Context: an optimization exercise on an open-source flow, tuned for small area, a short achievable clock period and few clock cycles per item. The choices shown serve that exercise and are no tape-out recipe. The RTL was checked by simulation tests, not by an equivalence proof against the original design.

==> flow/design.v, too long to show whole: its modules and the start of the top module <==
// module kernel_loader: 16 lines
// module window_shifter: 38 lines
// module mult_adder: 1681 lines
// module conv_result: 30 lines
// module conv_engine: 64 lines
module conv_engine (
  input  logic                 clock,
  input  logic                 reset,
  input  conv_pkg::pixel_t     pixel_in,
  input  logic                 pixel_strobe,
  input  conv_pkg::weight_t    weight_in,
  input  conv_pkg::tap_index_t weight_addr,
  input  logic                 weight_strobe,
  input  conv_pkg::result_t    bias_in,
  input  logic                 relu_enable,
  output conv_pkg::result_t    result_out,
  output logic                 result_valid,
  output logic                 overflow
);
  // ...
==> flow/run.sh <==
#!/bin/bash
# synth_recipe.tcl (not shown) runs the flow's synth.tcl, then flattens the netlist and writes it again
# the make line also repeats each setting of config.mk as NAME=value (left out here)
make -C /OpenROAD-flow-scripts/flow DESIGN_CONFIG=/design/flow/config.mk WORK_HOME=/design/flow/orfs CLKGATE_MAP_FILE= SYNTH_SCRIPT=/design/flow/synth_recipe.tcl finish
==> flow/config.mk <==
export PLATFORM = sky130hd
export DESIGN_NAME = conv_engine
export DESIGN_NICKNAME = conv_engine
export VERILOG_FILES = /design/flow/design.v
export SDC_FILE = /design/flow/constraint.sdc
export NUM_CORES = 4
export LEC_CHECK = 0
export CAP_MARGIN = 20
export CORE_MARGIN = 2
export CORE_UTILIZATION = 30
export SETUP_SLACK_MARGIN = 3.2
export SLEW_MARGIN = 20
==> flow/constraint.sdc <==
create_clock -name core_clock -period 5.5 [get_ports {clock}]
set_input_delay 1.1000 -clock core_clock [delete_from_list [all_inputs] [get_ports {clock}]]
set_output_delay 1.1000 -clock core_clock [all_outputs]
set_load 0.01 [all_outputs]
==> impl_metrics.toml, run 1 <==
[route]
dr.pass1.iters = 6

[run_status]
status = "complete, no violations"

[floorplan]
taps = 1403
core_area_sq_um = 107400
boundaryPins = 59
initial_core_util = 0.3034

[logic_synthesis]
syn-num-nets = 3683
ys.flop_type = "dfxtp_1"
synthAdderAreaFrac = 0.2289
synth_top_family_by_area = "adder cells"

[clocking]
clock_latency_ns = 0.64
cts.sinks = 522
post_cts_buffers = 453

[critical_path]
criticalPathCategory = "register to register"
regToRegSetupSlack_ns = 2.69

[cells_and_area]
final_util = 0.4205
buffers = 639
fillers = 9669
register_area_sq_um = 12480

[global_routing]
grt_overflow = 0
grt_pass1_wl_microns = 161300

[place]
place_ws_ns = 1.384

[timing]
hold_viol = 0
whs_ns = 0.3262

[worst_hold_path]
hold_class = "register to register"
Testbench counts, summed over its fixed seeds: cycles 16,416, results 16,240.
==> run 2: changes to the inputs <==
--- a/flow/config.mk
+++ b/flow/config.mk
@@ -7,2 +7,3 @@
 export LEC_CHECK = 0
+export ABC_AREA = 1
 export CAP_MARGIN = 20
==> run 2 against run 1 <==
Synthesized cell count is 20% lower. Routed wire length down 21%. Core utilization down 2.3 points. Largest cell class unchanged. Die area down 13%.
==> impl_metrics.toml, run 2 <==
[worst_hold_path]
hold_class = "register to register"

[floorplan]
num_rows = 112
core_area_sq_um = 93470
dieWidth_microns = 311.4
initial_core_util = 0.3033
boundaryPins = 59
fp.dieH_microns = 311.4
die_area_sq_um = 96990

[cells_and_area]
top_register = "window_shifter_inst.hist"
drive_gt1_frac = 0.3336
synthToLayoutAreaGrowth_pct = 31.07
nNetsFinal = 3275
largestRegisters = "window_shifter_inst.hist x144, kernel_loader_inst.w x72"
stdcell_count = 4191
fillers = 8814
layout_commonest_cell = "inv_1"
register_area_sq_um = 12410
fin_area_sq_um = 37160
final_util = 0.3976
final_cell_mix = "inv_1 (355), dfxtp_1 (292), fa_1 (229), nand2_1 (225), xor2_1 (201)"
largest_register_ffs = 144
multi_input_area_sq_um = 16980

[place]
gp_congestion = 0.9559
port_buffers = 58
place_ws_ns = 1.804
placed_area_sq_um = 30580
dpl.hpwl_microns = 65340
dp.cells = 3901

[global_routing]
antenna_found_initial = 5
grt_overflow = 0
grt_pass1_vias = 19840
grt_max_degree = 71
track_usage = 0.1753
grt_pass1_wl_microns = 126600

[logic_synthesis]
synthesis.area_sq_um = 28350
ys_seq_elements = 522
syn-instance-count = 2641
ys_top_cells_by_area = "fa_1 (23%), dfxtp_1 (21%), edfxtp_1 (15%), xor2_1 (8.1%), dfrtp_1 (7.3%)"
post-synth-top-count-cell = "inv_1"
synth_top_area_frac = 0.2259
yosysUniqueCellTypes = 39
synth_edf_count = 144
ys_warn_count = 6
synth_top_cell_by_area = "fa_1"
avgSynthCellArea_sq_um = 10.74
ys_seq_area_frac = 0.4340
ys_async_sr_fraction = 0.1590
syn-num-nets = 3026
yosys-top-cells-count = "inv_1 (450), fa_1 (320), nand2_1 (313)"
ys.flop_type = "dfxtp_1"

[clocking]
numCtsBuffers = 55
clock_latency_ns = 0.65
cts.sinks = 522
htree_levels = 2
clk_pin_slew_ns = 0.06
clockBufferDepth = 3
tritoncts = "yes"
cts-root-buf = "clkbuf_16"

[timing]
hold_viol = 0
fin_worst_skew_ns = 0.04557
setup_tns_ns = 0
min_period_ns = 2.643
final.period_utilization = 0.4806
rsz0062_at_grt = "yes"
worstMarginPinSlew_ns = 0.8686
setup_viol = 0
worst_slew_margin_rel = 0.4209
whs_ns = 0.3253
fmax_mhz = 378.3
finalMaxSlewViolations = 0
fin_ws_ns = 2.857

[critical_path]
regToRegSetupSlack_ns = 2.86
startpoint_type = "register"
path_buf_inv = 3
cpMostUsedCell = "fa_2"
criticalPathCategory = "register to register"
critPathMaxFanout = 7
crit_slowest_cell = "fa_2"
cp.required_ns = 6.06
cpPeakStageDelay_ns = 0.67
worstSetupEndpointType = "register"
worstPathArrival_ns = 3.21
crit_chain = "buf_6, inv_8, o21ai_4, buf_4, o22ai_2, xor2_1, fa_2, fa_2"
critPathTopFamily = "adder cells"

[route]
drcViolationCount = 0
detail-route-antenna-nets = 0
wl_met1_microns = 35200
routed_wl_microns = 88440
top_layer = "met4"
wl_per_cell_microns = 21.10
wl_met3_microns = 6836
route.met2.wl_microns = 40720
vias = 19950
dr.pass1.iters = 6
viasPerCell = 4.759
drtIter0Drc = 2042

[run_status]
status = "complete, no violations"

[job]
drv_cap = 0
==> run 2: cells by family (layout without fill, tap and decap cells) <==
group,count (synthesis),after routing,share of synthesized area
DFF,522,522,0.4340
and+or+nand+nor,469,471,0.06681
muxes,5,5,0.001765
buffers and inverters,544,836,0.07444
adders and majority gates,344,344,0.2365
AOI/OAI and AO/OA,473,473,0.09867
xor gates and xnor gates,284,284,0.08773
other,0,2,0
==> run 2: worst register-to-register path, stage by stage, from the launching register on <==
cell	delay, ns
dfrtp_2	0.49
buf_6	0.16
inv_8	0.05
o21ai_4	0.22
buf_4	0.16
o22ai_2	0.06
xor2_1	0.26
fa_2	0.54
fa_2	0.67
==> run 2: path summary, 6_finish.rpt <==
kind | from | depth (start not counted) | end
worst max-delay path | kernel_loader_inst.w[51] | 8 | mult_adder_inst.q1_447
worst min-delay path | mult_adder_inst.q2_790 | 0 | mult_adder_inst.q3_924
worst max register to register | kernel_loader_inst.w[51] | 8 | mult_adder_inst.q1_447
worst min register to register | mult_adder_inst.q2_790 | 0 | mult_adder_inst.q3_924
max in group asynchronous | reset | 2 | kernel_loader_inst.w[31]
min in group asynchronous | reset | 1 | window_shifter_inst.count[1]
==> run 2: timing repair <==
action | CTS | global route
setup endpoints to repair | 253 | 181
hold buffers | 0 | 0
cloned | 3 | 1
setup buffers | 112 | 70
endpoints found under the hold margin | 0 | 0
pin swaps | 182 | 234
gates resized for setup | 584 | 335
==> run 2: final cells by class <==
cell class / instances / area share
multi-input cells: 1577 / 0.4569
repair buffers: 243 / 0.05690
inverters: 489 / 0.05754
repair inverters: 2 / 0.0003703
clock buffers: 72 / 0.04320
flip-flops and latches: 522 / 0.3338
diodes: 2 / 0.0001347
clock inverters: 30 / 0.008888
well taps: 1254 / 0.04222
==> run 2: routing by layer <==
metal	global-route usage	vias up
li1	-	8950
met1	0.2267	9879
met2	0.2793	902
met3	0.03194	215
met5	0	-
met4	0.09343	0

[what the ideal ports hide]
In the flow no input, the clock included, has a driving cell. The finished layouts below were timed again as built, in two steps.
Step 1: set_driving_cell puts a clkbuf_16 on clock and a buf_2 on each other input, an assumption about the parent block.
Step 2 adds t to the input delays and takes it off the output delays; t is the mean of the earliest and latest rising clock arrival at the registers after step 1. Input paths then give back, and output paths get back, about the clock's delay inside the block.
Three values: no drivers, after step 1, after step 2; two values: the first two.
| run | t (ns) | slack for setup (ns) | hold slack, ns |
|---|---|---|---|
| run 1 | 0.702 | 2.690 / 2.690 / 2.518 | 0.326 / 0.326 / 0.326 |
| run 2 | 0.692 | 2.857 / 2.857 / 2.587 | 0.325 / 0.325 / 0.325 |
After both steps every run listed still meets setup and hold. For run 2, which loses most, drivers alone change the setup slack by 0.000 ns; drivers and shift together by -0.270 ns.
